Source: an optimization exercise on an open RTL-to-GDS flow (aim: small area, a short achievable clock period and few clock cycles per item). Production flows keep margins and buffers that such runs may drop.
RTL that was checked went through simulation tests only; none was proved equivalent to the original.

Design muldiv_unit, start of the top module:
module muldiv_unit #(
  parameter int WIDTH  = 64,
  parameter int REG_AW = 5
) (
  input  logic              iCLK,
  input  logic              iRST,
  input  logic              iStart,
  input  logic [2:0]        iOp,
  input  logic [WIDTH-1:0]  iOperandA,
  input  logic [WIDTH-1:0]  iOperandB,
  input  logic [REG_AW-1:0] iDestReg,
  output logic              oBusy,
  output logic              oStall,
  output logic              oDone,
  output logic              oRegWrite,
  output logic [REG_AW-1:0] oWriteRegister,
  output logic [WIDTH-1:0]  oResult
);
  localparam logic [2:0] OP_MUL   = 3'd0;
  localparam logic [2:0] OP_SMULH = 3'd1;
  localparam logic [2:0] OP_UMULH = 3'd2;
  localparam logic [2:0] OP_SDIV  = 3'd3;
  localparam logic [2:0] OP_UDIV  = 3'd4;
  logic              busy_q, done_q;
  logic              ph_booth_q, ph_shift_q, ph_div_q, ph_inc_q, ph_cmp_q, ph_fin_q;
  logic [64:0]       x_q;      
  logic [63:0]       y_q;      
  ...
For scale: ~230 flip-flops, ~20,000 µm² of cells after synthesis.
clock: 6.3 ns
lec_check: 0
cap_margin: 20
core_margin: 2
core_utilization: 50
setup_slack_margin: 3.0
slew_margin: 20
tns_end_percent: 0
run.sh (not shown) runs the stock make flow with config.mk's settings and CLKGATE_MAP_FILE= SYNTH_SCRIPT=/design/flow/synth_recipe.tcl, a recipe that flattens the netlist after the stock synthesis.
Testbench counts at the start, summed over its fixed seeds: cycles 49,122, ops 2,400.
Change:
==> flow/flow/run.sh (new file) <==
#!/bin/bash
# The standard layout (the standard.sh, standard synthesis included), with the
# port buffers that placement inserts on every input and output made of
# sky130_fd_sc_hd__buf_2 instead of the delay cell the resizer picks by default.
set -euo pipefail
bash standard.sh "BUFFER_PORTS_ARGS=-buffer_cell sky130_fd_sc_hd__buf_2" finish > standard_flow.log 2>&1
==> flow/standard.sh (new file) <==
#!/bin/bash
# synth_recipe.tcl (not shown) runs the flow's synth.tcl, then flattens the netlist and writes it again
# the make line also repeats each setting of config.mk as NAME=value (left out here)
make -C /OpenROAD-flow-scripts/flow DESIGN_CONFIG=/design/flow/config.mk WORK_HOME=/design/flow/orfs CLKGATE_MAP_FILE= SYNTH_SCRIPT=/design/flow/synth_recipe.tcl "${@:-finish}"
removed: flow/run.sh
After rerunning: The new run completed with no timing, DRC or antenna violations. Wire length fell by 4.2%. Setup slack improves by 0.081 ns. Clock skew barely changes. Synthesized cell count is unchanged. Area after synthesis stays the same. Design area fell by 7.5%. Register-to-register slack improves by 0.08 ns. Utilization fell by 4.6 points.
Change:
- CTS_BUF_LIST: not set -> sky130_fd_sc_hd__clkbuf_4 sky130_fd_sc_hd__clkbuf_8
=>
- worst setup slack gains 0.067 ns
- final area rises slightly
- count of clock-buffer cells in the layout climbs by 34
- cell count increases slightly
- maximum frequency increases slightly
- area after synthesis is unchanged
- non-clock buffer count rises by 8
- global-route usage climbs by 0.44 points
- routed wire length grows slightly

* * *

## the reference run
Another version of the RTL of muldiv_unit (not shown whole).
Size: about 290 flip-flops, ~210 I/O pins, ~21000 um2 of cells after synthesis.
clock: 6.3 ns
lec_check: 0
cap_margin: 20
core_margin: 2
core_utilization: 50
setup_slack_margin: 3.0
slew_margin: 20
tns_end_percent: 0
standard.sh (not shown) runs the stock make flow with config.mk's settings and CLKGATE_MAP_FILE= SYNTH_SCRIPT=/design/flow/synth_recipe.tcl, a recipe that flattens the netlist after the stock synthesis.
==> flow/flow/run.sh <==
#!/bin/bash
# The standard layout (the standard.sh, standard synthesis included), with the
# port buffers that placement inserts on every input and output made of
# sky130_fd_sc_hd__buf_2 instead of the delay cell the resizer picks by default.
set -euo pipefail
bash standard.sh "BUFFER_PORTS_ARGS=-buffer_cell sky130_fd_sc_hd__buf_2" finish > standard_flow.log 2>&1
Setup changes, the reference run to the trial run
==> flow/run.sh (new file) <==
#!/bin/bash
# synth_recipe.tcl (not shown) runs the flow's synth.tcl, then flattens the netlist and writes it again
# the make line also repeats each setting of config.mk as NAME=value (left out here)
make -C /OpenROAD-flow-scripts/flow DESIGN_CONFIG=/design/flow/config.mk WORK_HOME=/design/flow/orfs CLKGATE_MAP_FILE= SYNTH_SCRIPT=/design/flow/synth_recipe.tcl finish
removed: flow/flow/run.sh
removed: flow/standard.sh
--- outcome ---
Routed wire length on the trial run is behind the reference run. Compared with the reference run, the trial run shows a ratio of cells with drive above 1 in the final layout that is 1.9 points lower. Comparing the trial run with the reference run, the sequential cell area in the final layout came out essentially unchanged. Of the reference run and the trial run, the higher share of the clock period used by the worst path after layout belongs to the reference run. The trial run — met2 track demand over resource 3.3 points higher, the reference run as reference. In the trial run relative to the reference run, final area had gone up by more than 10%. met5 as the highest routing layer actually used was reported by the reference run, and met4 by the trial run. In the route summary, the trial run ends up with a via count exceeding that of the reference run.
Function was not checked in any run of this note: the RTL went through the layout flow alone.

* * *

blue:
muldiv_unit, a different RTL version from the one above (not shown whole).
For scale: about 2,400 cells after synthesis, ~230 flip-flops, ~210 I/O pins, roughly 21,000 um2 of cells after synthesis.
Design muldiv_unit, start of the top module:
module muldiv_unit #(
  parameter int WIDTH  = 64,
  parameter int REG_AW = 5
) (
  input  logic              iCLK,
  input  logic              iRST,
  input  logic              iStart,
  input  logic [2:0]        iOp,
  input  logic [WIDTH-1:0]  iOperandA,
  input  logic [WIDTH-1:0]  iOperandB,
  input  logic [REG_AW-1:0] iDestReg,
  output logic              oBusy,
  output logic              oStall,
  output logic              oDone,
  output logic              oRegWrite,
  output logic [REG_AW-1:0] oWriteRegister,
  output logic [WIDTH-1:0]  oResult
);
  localparam logic [2:0] OP_MUL   = 3'd0;
  localparam logic [2:0] OP_SMULH = 3'd1;
  localparam logic [2:0] OP_UMULH = 3'd2;
  localparam logic [2:0] OP_SDIV  = 3'd3;
  localparam logic [2:0] OP_UDIV  = 3'd4;
  logic              busy_q, done_q;
  logic              ph_booth_q, ph_shift_q, ph_div_q, ph_inc_q, ph_cmp_q, ph_fin_q;
  logic [64:0]       x_q;      
  logic [63:0]       y_q;      
  logic [64:0]       d_q;      
  logic              yb_q;     
  logic [5:0]        cnt_q;    
  logic [3:0]        sh_q;     
  logic [REG_AW-1:0] wr_q;
  logic              mul_lo_q;    
  logic              umulh_c_q;   
  logic              dneg_q;      
  logic              negq_q;      
  logic              qzero_q;     
  logic              ph_div_mode_q;   
  logic              p_div_q, p_shr_q, p_zero_q;
  logic              q_d_q, q_2d_q, q_y_q, inv_q, cin_q;
  logic [66:0] p_op, q_mag, q_op, sum;
  logic [67:0] sum_c;
  logic        p_ext;   
  always_comb begin
    p_ext = ~(p_zero_q | p_div_q | p_shr_q);
    p_op  = ({67{p_div_q}} & {x_q[64], x_q, y_q[63]})
          | ({67{p_shr_q}} & {{10{x_q[64]}}, x_q[64:8]})
          | ({67{p_ext}}   & {{2{x_q[64]}}, x_q});
    q_mag = ({67{q_d_q}}  & {{2{d_q[64]}}, d_q})
          | ({67{q_2d_q}} & {d_q[64], d_q, 1'b0})
  ...
clock: 6.3 ns
lec_check: 0
cap_margin: 20
core_margin: 2
core_utilization: 65
setup_slack_margin: 3.0
slew_margin: 20
run.sh (not shown) runs the stock make flow with config.mk's settings and CLKGATE_MAP_FILE= SYNTH_SCRIPT=/design/flow/synth_recipe.tcl, a recipe that flattens the netlist after the stock synthesis.
Stock flow here: none of the scripts above is used.
Stage in which a tool error killed blue: global routing (5_1_grt).
Testbench counts of blue, summed over its fixed seeds: cycles 49,122, ops 2,400.
Relative to blue, the following input files were edited for purple:
- SETUP_SLACK_MARGIN changed from 3.0 to 3.3
- CORE_UTILIZATION changed from 65 to 40
[summary]
purple: x dimension of the die about 27% above blue. On minimum setup slack after placement: purple sits below blue. purple ends up with lower initial core utilization than blue does. purple finished end to end and its layout was clean on timing, DRC and antenna.

what the ideal ports hide:
No port has a modelled driver above. Below, the same layouts with a new extraction and two added sets of constraints. Step 1: set_driving_cell puts a clkbuf_16 on iCLK and a buf_2 on each other input, an assumption about the parent block. Step 2 moves the port delays by t, midway between the first and last clock arrival at a register: inputs arrive t later, outputs are due t later. That takes back most of the time a late clock gives input paths. Three values: ideal, step 1, step 2; two values: the first two.
run | t (ns) | setup WS [ns] | worst setup path at the end | slew at the worst register clock pin (ns) | pins driven straight from the clock port
the first run of note 1 | 0.657 | 1.782 / 1.782 / 1.276 | input to register | 0.07 / 0.07 | 1
the second run of note 1 | 0.635 | 1.863 / 1.863 / 1.298 | input to register | 0.07 / 0.07 | 1
the third run of note 1 | 0.684 | 1.930 / 1.930 / 1.287 | input to register | 0.06 / 0.06 | 1
the reference run | 0.619 | 1.995 / 2.001 / 1.404 | input to register | 0.06 / 0.06 | 1
the trial run | 0.617 | 2.027 / 2.040 / 1.458 | input to register | 0.06 / 0.06 | 1
purple | 0.617 | 1.600 / 1.600 / 1.478 | input to register | 0.07 / 0.07 | 1
After both steps every run listed still meets setup and hold. For the third run of note 1, which loses most, drivers alone change the setup slack by 0.000 ns; drivers and shift together by -0.643 ns.
